This design comes from an exercise in tuning for small area and a short achievable clock period on the open sky130 flow, not from production work.
Where RTL was checked, it was by simulation tests only, not by an equivalence proof against the original.
The clock input has no modelled driver; a real chip could not lean on it and would need a root buffer or a full tree.
Power is estimated from default activity; no workload was simulated.

==> 04-14: inputs <==
// wallace_mult_top
module wallace_mult_top (
    input  logic        clk,
    input  logic        arst_n,
    input  logic        in_valid,
    input  logic [15:0] a,
    input  logic [15:0] b,
    output logic        out_valid,
    output logic [31:0] product,
    output logic        busy
);
Settings: LEC_CHECK=0, CAP_MARGIN=20, CORE_MARGIN=2, CORE_UTILIZATION=40, SLEW_MARGIN=20, SYNTH_HIERARCHICAL=1, SYNTH_MINIMUM_KEEP_SIZE=0; clock period 11.0 ns.
standard.sh (not shown) runs the stock make flow with config.mk's settings and CLKGATE_MAP_FILE= SYNTH_SCRIPT=/design/flow/synth_recipe.tcl, a recipe that flattens the netlist after the stock synthesis.
==> flow/flow/run.sh <==
#!/bin/bash
# The standard ORFS layout (standard.sh, with its synthesis unchanged) with three changes:
#  - every port is buffered with buf_2 instead of the default delay buffer (clkdlybuf4s50_1);
#  - the clock tree is built by flow/cts_pre.tcl instead of TritonCTS: the clock port drives
#    4 clkinv_8 cells, each driving 2 clkinv_8 leaf cells placed at the centres of k-means
#    clusters of the flip-flops, so every flip-flop's clock passes the same two inverters;
#  - repair_timing aims for 8.1 ns of extra setup slack (SETUP_SLACK_MARGIN).
# make's output goes to standard_flow.log; each ORFS step keeps its own log in orfs/logs.
set -euo pipefail
export BUFFER_PORTS_ARGS="-buffer_cell sky130_fd_sc_hd__buf_2"
export SETUP_SLACK_MARGIN=8.1
export PRE_CTS_TCL="$(pwd)/flow/cts_pre.tcl"
export CLK_NLEAF=8
export CLK_NL1=4
export CLK_LEAF_CELL=sky130_fd_sc_hd__clkinv_8
export CLK_L1_CELL=sky130_fd_sc_hd__clkinv_8
bash standard.sh > standard_flow.log 2>&1
Other scripts of this flow, unchanged in this note and not shown: flow/flow/cts_pre.tcl
==> inputs of 02-09, as changes to 04-14 <==
==> flow/flow/run.sh (replaced) <==
#!/bin/bash
# The standard ORFS layout (standard.sh, with its synthesis unchanged) with these changes:
#  - every port still gets its own buffer, but flow/place_pre.tcl (PRE_GLOBAL_PLACE_TCL)
#    picks buf_1 for the inputs (each drives one flip-flop) and buf_2 for the outputs,
#    instead of the default delay buffer (clkdlybuf4s50_1);
#  - the tie cell is not copied once per load (SKIP_REPAIR_TIE_FANOUT);
#  - the clock tree is built by flow/cts_pre.tcl (PRE_CTS_TCL) instead of TritonCTS: the
#    clock port drives 4 clkinv_8 cells, each driving 2 clkinv_8 leaf cells placed at the
#    centres of k-means clusters of the flip-flops, so every flip-flop's clock passes the
#    same two inverters;
#  - repair_timing aims for 8.1 ns of extra setup slack (SETUP_SLACK_MARGIN).
# make's output goes to standard_flow.log; each ORFS step keeps its own log in orfs/logs.
set -euo pipefail
export BUFFER_PORTS_ARGS="-buffer_cell sky130_fd_sc_hd__buf_2"
export SETUP_SLACK_MARGIN=8.1
export SKIP_REPAIR_TIE_FANOUT=1
export PRE_CTS_TCL="$(pwd)/flow/cts_pre.tcl"
export PRE_GLOBAL_PLACE_TCL="$(pwd)/flow/place_pre.tcl"
export CLK_NLEAF=8
export CLK_NL1=4
export CLK_LEAF_CELL=sky130_fd_sc_hd__clkinv_8
export CLK_L1_CELL=sky130_fd_sc_hd__clkinv_8
bash standard.sh > standard_flow.log 2>&1
==> flow/flow/place_pre.tcl (new file) <==
# Port buffers: a small buf_1 on each input (it drives one flip-flop) and buf_2 on each
# output (it drives the 0.01 pF output load). Every port still gets its own buffer.
rename buffer_ports orfs_buffer_ports
proc buffer_ports { args } {
  orfs_buffer_ports -inputs -buffer_cell sky130_fd_sc_hd__buf_1
  orfs_buffer_ports -outputs -buffer_cell sky130_fd_sc_hd__buf_2
}
==> qor summary <==
metric	02-09	04-14
Worst skew pair latency	0.15 ns	0.14 ns
Footprint of the multi-input gates	6530 um^2	6580 um^2
Status	no timing/DRC/antenna violations	no timing/DRC/antenna violations
Post-cts gate resize count	69	66
Overall via count from detail_route	6,538	6,609
Wire length of the first global-routing pass	35,600 um	36,900 um
End of the worst hold path	product[2]$_DFF_P_	product[1]$_DFF_P_
DRC violation total after the first TritonRoute iteration	624	598
Total non-filler cell area in the finished layout	10,700 um^2	10,800 um^2
Worst reg2reg path endpoint	r0_c18_1$_DFF_P_	r0_c13_1$_DFF_P_
Total power of the final layout	3.23 mW	3.24 mW
Clock group total power	0.233 mW	0.239 mW
R2R Path Start	a_q[5]$_DFF_P_	one_q[1]$_DFF_P_
Number of global-route vias before repair	6,441	6,679
Area grow syn2layout	11.5%	12.3%
In every run of this note, the design's own scripts or RTL, not TritonCTS, make the clock network.

---

==> inputs of v35 <==
Starting RTL as in the previous note.
==> flow/design.v (excerpt) <==
module wallace_mult_top (
    input  logic        clk,
    input  logic        arst_n,
    input  logic        in_valid,
    input  logic [15:0] a,
    input  logic [15:0] b,
    output logic        out_valid,
    output logic [31:0] product,
    output logic        busy
);
Settings: LEC_CHECK=0, CAP_MARGIN=20, CORE_MARGIN=2, CORE_UTILIZATION=40, SLEW_MARGIN=20, SYNTH_HIERARCHICAL=1, SYNTH_MINIMUM_KEEP_SIZE=0, TNS_END_PERCENT=0; clock period 11.0 ns.
==> flow/flow/run.sh <==
#!/bin/bash
# The standard ORFS layout (standard.sh, with its synthesis unchanged) with three changes:
#  - every port is buffered with sky130_fd_sc_hd__buf_2 instead of the default delay buffer
#    (flow/place_pre.tcl, when present, picks buf_1 for inputs and buf_2 for outputs);
#  - the clock tree is built by flow/cts_pre.tcl instead of TritonCTS: the clock port drives
#    $CLK_NL1 first-level cells, each driving leaf cells placed at the centres of k-means
#    clusters of the flip-flops, so every flip-flop sees the same two cells;
#  - repair_timing aims for $SETUP_SLACK_MARGIN ns of extra setup slack.
# make's output goes to standard_flow.log; each ORFS step keeps its own log in orfs/logs.
set -euo pipefail
export BUFFER_PORTS_ARGS="-buffer_cell sky130_fd_sc_hd__buf_2"
export SETUP_SLACK_MARGIN=8.3
export PRE_CTS_TCL="$(pwd)/flow/cts_pre.tcl"
export CLK_NLEAF=8
export CLK_NL1=4
export CLK_LEAF_CELL=sky130_fd_sc_hd__clkinv_8
export CLK_L1_CELL=sky130_fd_sc_hd__clkinv_8
bash standard.sh > standard_flow.log 2>&1
Other scripts of this flow, unchanged in this note and not shown: flow/flow/cts_pre.tcl
==> v16 (differences from v35) <==
--- a/flow/flow/run.sh
+++ b/flow/flow/run.sh
@@ -10,5 +10,5 @@
 set -euo pipefail
 export BUFFER_PORTS_ARGS="-buffer_cell sky130_fd_sc_hd__buf_2"
-export SETUP_SLACK_MARGIN=8.3
+export SETUP_SLACK_MARGIN=7.8
 export PRE_CTS_TCL="$(pwd)/flow/cts_pre.tcl"
 export CLK_NLEAF=8
--- a/flow/config.mk
+++ b/flow/config.mk
@@ -12,3 +12,2 @@
 export SYNTH_HIERARCHICAL = 1
 export SYNTH_MINIMUM_KEEP_SIZE = 0
-export TNS_END_PERCENT = 0
==> v7 (differences from v35) <==
==> flow/flow/run.sh (replaced) <==
#!/bin/bash
# The standard ORFS layout (standard.sh, with its synthesis unchanged) with three changes:
#  - every port is buffered with buf_2 instead of the default delay buffer (clkdlybuf4s50_1);
#  - the clock tree is built by flow/cts_pre.tcl instead of TritonCTS: the clock port drives
#    4 clkinv_8 cells, each driving 2 clkinv_8 leaf cells placed at the centres of k-means
#    clusters of the flip-flops, so every flip-flop's clock passes the same two inverters;
#  - repair_timing aims for 8.1 ns of extra setup slack (SETUP_SLACK_MARGIN).
# make's output goes to standard_flow.log; each ORFS step keeps its own log in orfs/logs.
set -euo pipefail
export BUFFER_PORTS_ARGS="-buffer_cell sky130_fd_sc_hd__buf_2"
export SETUP_SLACK_MARGIN=8.1
export SKIP_REPAIR_TIE_FANOUT=1
export PRE_CTS_TCL="$(pwd)/flow/cts_pre.tcl"
export CLK_NLEAF=8
export CLK_NL1=4
export CLK_LEAF_CELL=sky130_fd_sc_hd__clkinv_8
export CLK_L1_CELL=sky130_fd_sc_hd__clkinv_8
bash standard.sh > standard_flow.log 2>&1
--- a/flow/config.mk
+++ b/flow/config.mk
@@ -12,3 +12,2 @@
 export SYNTH_HIERARCHICAL = 1
 export SYNTH_MINIMUM_KEEP_SIZE = 0
-export TNS_END_PERCENT = 0
==> v25 (differences from v35) <==
==> flow/flow/run.sh (replaced) <==
#!/bin/bash
# Standard ORFS layout (standard.sh, unchanged synthesis) with three changes: ports are
# buffered with sky130_fd_sc_hd__buf_2 instead of the default delay buffer; the clock tree is one level of
# clkbuf_16 buffers placed by flow/cts_pre.tcl instead of TritonCTS; and repair_timing
# aims for extra setup slack. The make output goes to standard_flow.log; each ORFS step
# keeps its own log under orfs/logs.
set -euo pipefail
export BUFFER_PORTS_ARGS="-buffer_cell sky130_fd_sc_hd__buf_2"
export SETUP_SLACK_MARGIN=8.1
export PRE_CTS_TCL="$(pwd)/flow/cts_pre.tcl"
export CLK_NLEAF=8
export CLK_NL1=4
export CLK_LEAF_CELL=sky130_fd_sc_hd__clkinv_8
export CLK_L1_CELL=sky130_fd_sc_hd__clkinv_8
bash standard.sh > standard_flow.log 2>&1
--- a/flow/config.mk
+++ b/flow/config.mk
@@ -8,7 +8,6 @@
 export CAP_MARGIN = 20
 export CORE_MARGIN = 2
-export CORE_UTILIZATION = 40
+export CORE_UTILIZATION = 55
 export SLEW_MARGIN = 20
 export SYNTH_HIERARCHICAL = 1
 export SYNTH_MINIMUM_KEEP_SIZE = 0
-export TNS_END_PERCENT = 0
==> run notes <==
First-iteration DRC count, lowest first: v16, v35, v25, v7.
The lowest via count belongs to v16, the highest to v25.
In synthesized cell count, v7 and v35 do not differ.
Register-to-register slack: v35 > v7 > v25 > v16.
Clock power is about the same in v25 and v35.
Between v35 and v7, the lower routed wire length is in v7 (gap 2.8%, measured against v7).
No run of this note takes its clock network from TritonCTS; it comes from the design's own scripts or RTL.

---

==> inputs of build 39 <==
wallace_mult_top, a different RTL version from the one above (not shown whole).
==> flow/config.mk <==
export PLATFORM = sky130hd
export DESIGN_NAME = wallace_mult_top
export DESIGN_NICKNAME = wallace_mult_top
export VERILOG_FILES = /design/flow/design.v
export SDC_FILE = /design/flow/constraint.sdc
export NUM_CORES = 4
export LEC_CHECK = 0
export CAP_MARGIN = 20
export CORE_MARGIN = 2
export CORE_UTILIZATION = 40
export SLEW_MARGIN = 20
export SYNTH_HIERARCHICAL = 1
export SYNTH_MINIMUM_KEEP_SIZE = 0
==> flow/constraint.sdc <==
create_clock -name core_clock -period 11.0 [get_ports {clk}]
set_input_delay 2.2000 -clock core_clock [delete_from_list [all_inputs] [get_ports {clk}]]
set_output_delay 2.2000 -clock core_clock [all_outputs]
set_load 0.01 [all_outputs]
==> flow/flow/run.sh <==
#!/bin/bash
# Standard ORFS layout with two changes: ports are buffered with buf_2 instead of the
# default delay buffer, and repair_timing aims for extra setup slack.
set -euo pipefail
export BUFFER_PORTS_ARGS="-buffer_cell sky130_fd_sc_hd__buf_2"
export SETUP_SLACK_MARGIN=8.1
bash standard.sh > standard_flow.log 2>&1
==> build 69: changes against build 39 <==
==> flow/flow/run.sh (replaced) <==
#!/bin/bash
# Standard ORFS layout (standard.sh, unchanged synthesis) with two changes: ports are
# buffered with sky130_fd_sc_hd__buf_2 instead of the default delay buffer, and repair_timing aims for
# extra setup slack.
set -euo pipefail
export BUFFER_PORTS_ARGS="-buffer_cell sky130_fd_sc_hd__buf_2"
export SETUP_SLACK_MARGIN=8.1
bash standard.sh > standard_flow.log 2>&1
Settings changed: CTS_BUF_LIST set to sky130_fd_sc_hd__clkbuf_8, CTS_CLUSTER_DIAMETER set to 100, CTS_CLUSTER_SIZE set to 30.
==> build 78: changes against build 39 <==
==> flow/flow/run.sh (replaced) <==
#!/bin/bash
# Standard ORFS layout (standard.sh, unchanged synthesis) with two changes: ports are
# buffered with sky130_fd_sc_hd__buf_2 instead of the default delay buffer, and repair_timing aims for
# extra setup slack.
set -euo pipefail
export BUFFER_PORTS_ARGS="-buffer_cell sky130_fd_sc_hd__buf_2"
export SETUP_SLACK_MARGIN=8.1
bash standard.sh > standard_flow.log 2>&1
Settings changed: CTS_BUF_LIST set to sky130_fd_sc_hd__clkbuf_4 sky130_fd_sc_hd__clkbuf_8 sky130_fd_sc_hd__clkbuf_16, CTS_CLUSTER_DIAMETER set to 150, CTS_CLUSTER_SIZE set to 40.
==> comparison <==
Build 78 went through all stages and came out clean. Build 69 passed the timing, design-rule and antenna checks. Build 39 finished with timing, DRC and antenna clean.
In sequential share of layout area, build 39 and build 78 do not differ.
In non-clock buffer count, build 39 and build 78 do not differ.
In first-iteration DRC count, build 39 and build 78 do not differ.
In final cell count, build 69 and build 39 hardly differ.
Wire length is the same in build 39 and build 78.
Against build 69, the core utilization of build 78 is higher by 0.81 points.
Combinational power is about the same in build 69 and build 39.
Function was not checked in any run of this note: the RTL went through the layout flow alone.

---

==> inputs of wip/quartz <==
wallace_mult_top with an RTL version that a note above also has.
==> flow/config.mk <==
export PLATFORM = sky130hd
export DESIGN_NAME = wallace_mult_top
export DESIGN_NICKNAME = wallace_mult_top
export VERILOG_FILES = /design/flow/design.v
export SDC_FILE = /design/flow/constraint.sdc
export NUM_CORES = 4
export LEC_CHECK = 0
export CAP_MARGIN = 20
export CORE_MARGIN = 2
export CORE_UTILIZATION = 40
export PLACE_DENSITY = 0.75
export SLEW_MARGIN = 20
export SYNTH_HIERARCHICAL = 1
export SYNTH_MINIMUM_KEEP_SIZE = 0
==> flow/constraint.sdc <==
create_clock -name core_clock -period 11.0 [get_ports {clk}]
set_input_delay 2.2000 -clock core_clock [delete_from_list [all_inputs] [get_ports {clk}]]
set_output_delay 2.2000 -clock core_clock [all_outputs]
set_load 0.01 [all_outputs]
==> flow/flow/run.sh <==
#!/bin/bash
# Standard ORFS layout (standard.sh, unchanged synthesis) with three changes: ports are
# buffered with sky130_fd_sc_hd__buf_2 instead of the default delay buffer; the clock tree is one level of
# clkbuf_16 buffers placed by flow/cts_pre.tcl instead of TritonCTS; and repair_timing
# aims for extra setup slack. The make output goes to standard_flow.log; each ORFS step
# keeps its own log under orfs/logs.
set -euo pipefail
export BUFFER_PORTS_ARGS="-buffer_cell sky130_fd_sc_hd__buf_2"
export SETUP_SLACK_MARGIN=8.1
export PRE_CTS_TCL="$(pwd)/flow/cts_pre.tcl"
export CLK_NLEAF=8
export CLK_NL1=4
export CLK_LEAF_CELL=sky130_fd_sc_hd__clkinv_8
export CLK_L1_CELL=sky130_fd_sc_hd__clkinv_8
bash standard.sh > standard_flow.log 2>&1
Other scripts of this flow, unchanged in this note and not shown: flow/flow/cts_pre.tcl
==> inputs of wip/maple, as changes to wip/quartz <==
--- a/flow/design.v
+++ b/flow/design.v
@@ -21,12 +21,14 @@
     end
     assign out_valid = vld_q[2];
     assign busy      = busy_q;
     logic [15:0] a_q;
     logic        b15_q;
     logic [7:0]  one_q, two_q, neg_q;
+    logic [7:0]  negn_q;
+    assign neg_q = ~negn_q;
     logic [31:0] opa_n, opb_n, prod_d;
     logic pp1;
     logic pp2;
     logic pp3;
     logic pp4;
     logic pp5;
@@ -841,34 +843,34 @@
     assign opb_n = {r0_c31_1, 1'b1, c444, 1'b1, c442, 1'b1, c440, s439, s437, s435, s433, s431, s429, s427, s425, s423, s421, s419, s417, s415, s413, s411, s409, s407, s405, 1'b1, 1'b1, r0_c4_1, 1'b1, 1'b1, 1'b1, 1'b1};
     assign prod_d = ~(opa_n + opb_n + 32'd1);
     always_ff @(posedge clk) begin
         a_q <= a;
         one_q[0] <= b[0] ^ 1'b0;
         two_q[0] <= (b[1] & ~b[0] & ~1'b0) | (~b[1] & b[0] & 1'b0);
-        neg_q[0] <= b[1] & ~(b[0] & 1'b0);
+        negn_q[0] <= ~(b[1] & ~(b[0] & 1'b0));
         one_q[1] <= b[2] ^ b[1];
         two_q[1] <= (b[3] & ~b[2] & ~b[1]) | (~b[3] & b[2] & b[1]);
-        neg_q[1] <= b[3] & ~(b[2] & b[1]);
+        negn_q[1] <= ~(b[3] & ~(b[2] & b[1]));
         one_q[2] <= b[4] ^ b[3];
         two_q[2] <= (b[5] & ~b[4] & ~b[3]) | (~b[5] & b[4] & b[3]);
-        neg_q[2] <= b[5] & ~(b[4] & b[3]);
+        negn_q[2] <= ~(b[5] & ~(b[4] & b[3]));
         one_q[3] <= b[6] ^ b[5];
         two_q[3] <= (b[7] & ~b[6] & ~b[5]) | (~b[7] & b[6] & b[5]);
-        neg_q[3] <= b[7] & ~(b[6] & b[5]);
+        negn_q[3] <= ~(b[7] & ~(b[6] & b[5]));
         one_q[4] <= b[8] ^ b[7];
         two_q[4] <= (b[9] & ~b[8] & ~b[7]) | (~b[9] & b[8] & b[7]);
-        neg_q[4] <= b[9] & ~(b[8] & b[7]);
+        negn_q[4] <= ~(b[9] & ~(b[8] & b[7]));
         one_q[5] <= b[10] ^ b[9];
         two_q[5] <= (b[11] & ~b[10] & ~b[9]) | (~b[11] & b[10] & b[9]);
-        neg_q[5] <= b[11] & ~(b[10] & b[9]);
+        negn_q[5] <= ~(b[11] & ~(b[10] & b[9]));
         one_q[6] <= b[12] ^ b[11];
         two_q[6] <= (b[13] & ~b[12] & ~b[11]) | (~b[13] & b[12] & b[11]);
-        neg_q[6] <= b[13] & ~(b[12] & b[11]);
+        negn_q[6] <= ~(b[13] & ~(b[12] & b[11]));
         one_q[7] <= b[14] ^ b[13];
         two_q[7] <= (b[15] & ~b[14] & ~b[13]) | (~b[15] & b[14] & b[13]);
-        neg_q[7] <= b[15] & ~(b[14] & b[13]);
+        negn_q[7] <= ~(b[15] & ~(b[14] & b[13]));
         b15_q <= b[15];
         r0_c0_0 <= s169;
         r0_c1_0 <= s171;
         r0_c2_0 <= s175;
         r0_c3_0 <= s179;
         r0_c4_0 <= s183;
==> flow/flow/run.sh (replaced) <==
#!/bin/bash
# The standard ORFS layout (standard.sh, with its synthesis unchanged) with these changes:
#  - every port still gets its own buffer, but flow/place_pre.tcl (PRE_GLOBAL_PLACE_TCL)
#    picks buf_1 for the inputs (each drives one flip-flop) and buf_2 for the outputs,
#    instead of the default delay buffer (clkdlybuf4s50_1);
#  - the tie cell is not copied once per load (SKIP_REPAIR_TIE_FANOUT);
#  - the clock tree is built by flow/cts_pre.tcl (PRE_CTS_TCL) instead of TritonCTS: the
#    clock port drives 4 clkinv_8 cells, each driving 2 clkinv_8 leaf cells placed at the
#    centres of k-means clusters of the flip-flops, so every flip-flop's clock passes the
#    same two inverters;
#  - repair_timing aims for 8.1 ns of extra setup slack (SETUP_SLACK_MARGIN).
# make's output goes to standard_flow.log; each ORFS step keeps its own log in orfs/logs.
set -euo pipefail
export BUFFER_PORTS_ARGS="-buffer_cell sky130_fd_sc_hd__buf_2"
export SETUP_SLACK_MARGIN=8.1
export SKIP_REPAIR_TIE_FANOUT=1
export PRE_CTS_TCL="$(pwd)/flow/cts_pre.tcl"
export PRE_GLOBAL_PLACE_TCL="$(pwd)/flow/place_pre.tcl"
export CLK_NLEAF=8
export CLK_NL1=4
export CLK_LEAF_CELL=sky130_fd_sc_hd__clkinv_8
export CLK_L1_CELL=sky130_fd_sc_hd__clkinv_8
bash standard.sh > standard_flow.log 2>&1
==> flow/flow/place_pre.tcl (new file) <==
# Port buffers: a small buf_1 on each input (it drives one flip-flop) and buf_2 on each
# output (it drives the 0.01 pF output load). Every port still gets its own buffer.
rename buffer_ports orfs_buffer_ports
proc buffer_ports { args } {
  orfs_buffer_ports -inputs -buffer_cell sky130_fd_sc_hd__buf_1
  orfs_buffer_ports -outputs -buffer_cell sky130_fd_sc_hd__buf_2
}
PLACE_DENSITY = unset   (was 0.75)
==> comparison <==
Of wip/quartz and wip/maple, wip/maple has the higher setup slack (gap 0.022 ns). Between wip/maple and wip/quartz, the lower via count is in wip/maple (gap about 3.5%, measured against wip/quartz). In wip/maple the combinational power is higher than in wip/quartz, by about 2%. In wip/maple the power is higher than in wip/quartz, by 1.2%. Against wip/quartz, the clock power of wip/maple is smaller by about 3%. Of wip/quartz and wip/maple, wip/quartz has the higher core utilization (gap 1.3 points). Sequential power is about the same in wip/quartz and wip/maple. Against wip/quartz, the sequential share of layout area of wip/maple is higher by 0.66 points. Sequential cell count is the same in wip/quartz and wip/maple.
Only the layout flow was run in wip/maple; the RTL was not checked for function there. In every run of this note, the design's own scripts or RTL, not TritonCTS, make the clock network.

## static timing again, ports no longer ideal
How much do the figures lean on ideal ports? The routed layouts below were timed once more, with nothing changed but the port constraints.
Step 1, drivers: a clkbuf_16 drives clk and a buf_2 each remaining input, both assumed.
Step 2 also shifts input and output timing later by t, the mid clock arrival at the registers, as if the neighbouring blocks saw the same clock.
a / b / c = ideal ports / drivers / drivers and shift; a / b = the first two.
run | shift t [ns] | slack for setup (ns) | clock arrival spread, ns | slew at the worst register clock pin (ns) | cell pins on the clock port's net
04-14 | 0.297 | 8.160 / 8.015 / 8.159 | 0.012 / 0.012 | 0.07 / 0.07 | 4
02-09 | 0.292 | 8.157 / 8.034 / 8.156 | 0.024 / 0.025 | 0.07 / 0.07 | 4
v35 | 0.298 | 8.184 / 8.023 / 8.183 | 0.018 / 0.018 | 0.07 / 0.07 | 4
v16 | 0.288 | 7.904 / 7.903 / 7.903 | 0.012 / 0.012 | 0.07 / 0.07 | 4
v7 | 0.291 | 8.146 / 8.019 / 8.146 | 0.035 / 0.036 | 0.08 / 0.08 | 4
v25 | 0.294 | 8.119 / 8.012 / 8.118 | 0.020 / 0.021 | 0.07 / 0.07 | 4
build 39 | 0.472 | 7.807 / 7.807 / 7.807 | 0.009 / 0.009 | 0.07 / 0.07 | 1
build 69 | 0.492 | 7.805 / 7.802 / 7.805 | 0.016 / 0.017 | 0.09 / 0.09 | 1
build 78 | 0.472 | 7.807 / 7.807 / 7.807 | 0.009 / 0.009 | 0.07 / 0.07 | 1
wip/quartz | 0.291 | 8.138 / 8.009 / 8.137 | 0.016 / 0.015 | 0.07 / 0.07 | 4
wip/maple | 0.290 | 8.160 / 8.011 / 8.159 | 0.017 / 0.017 | 0.07 / 0.07 | 4
After both steps setup and hold are still met in every run listed.
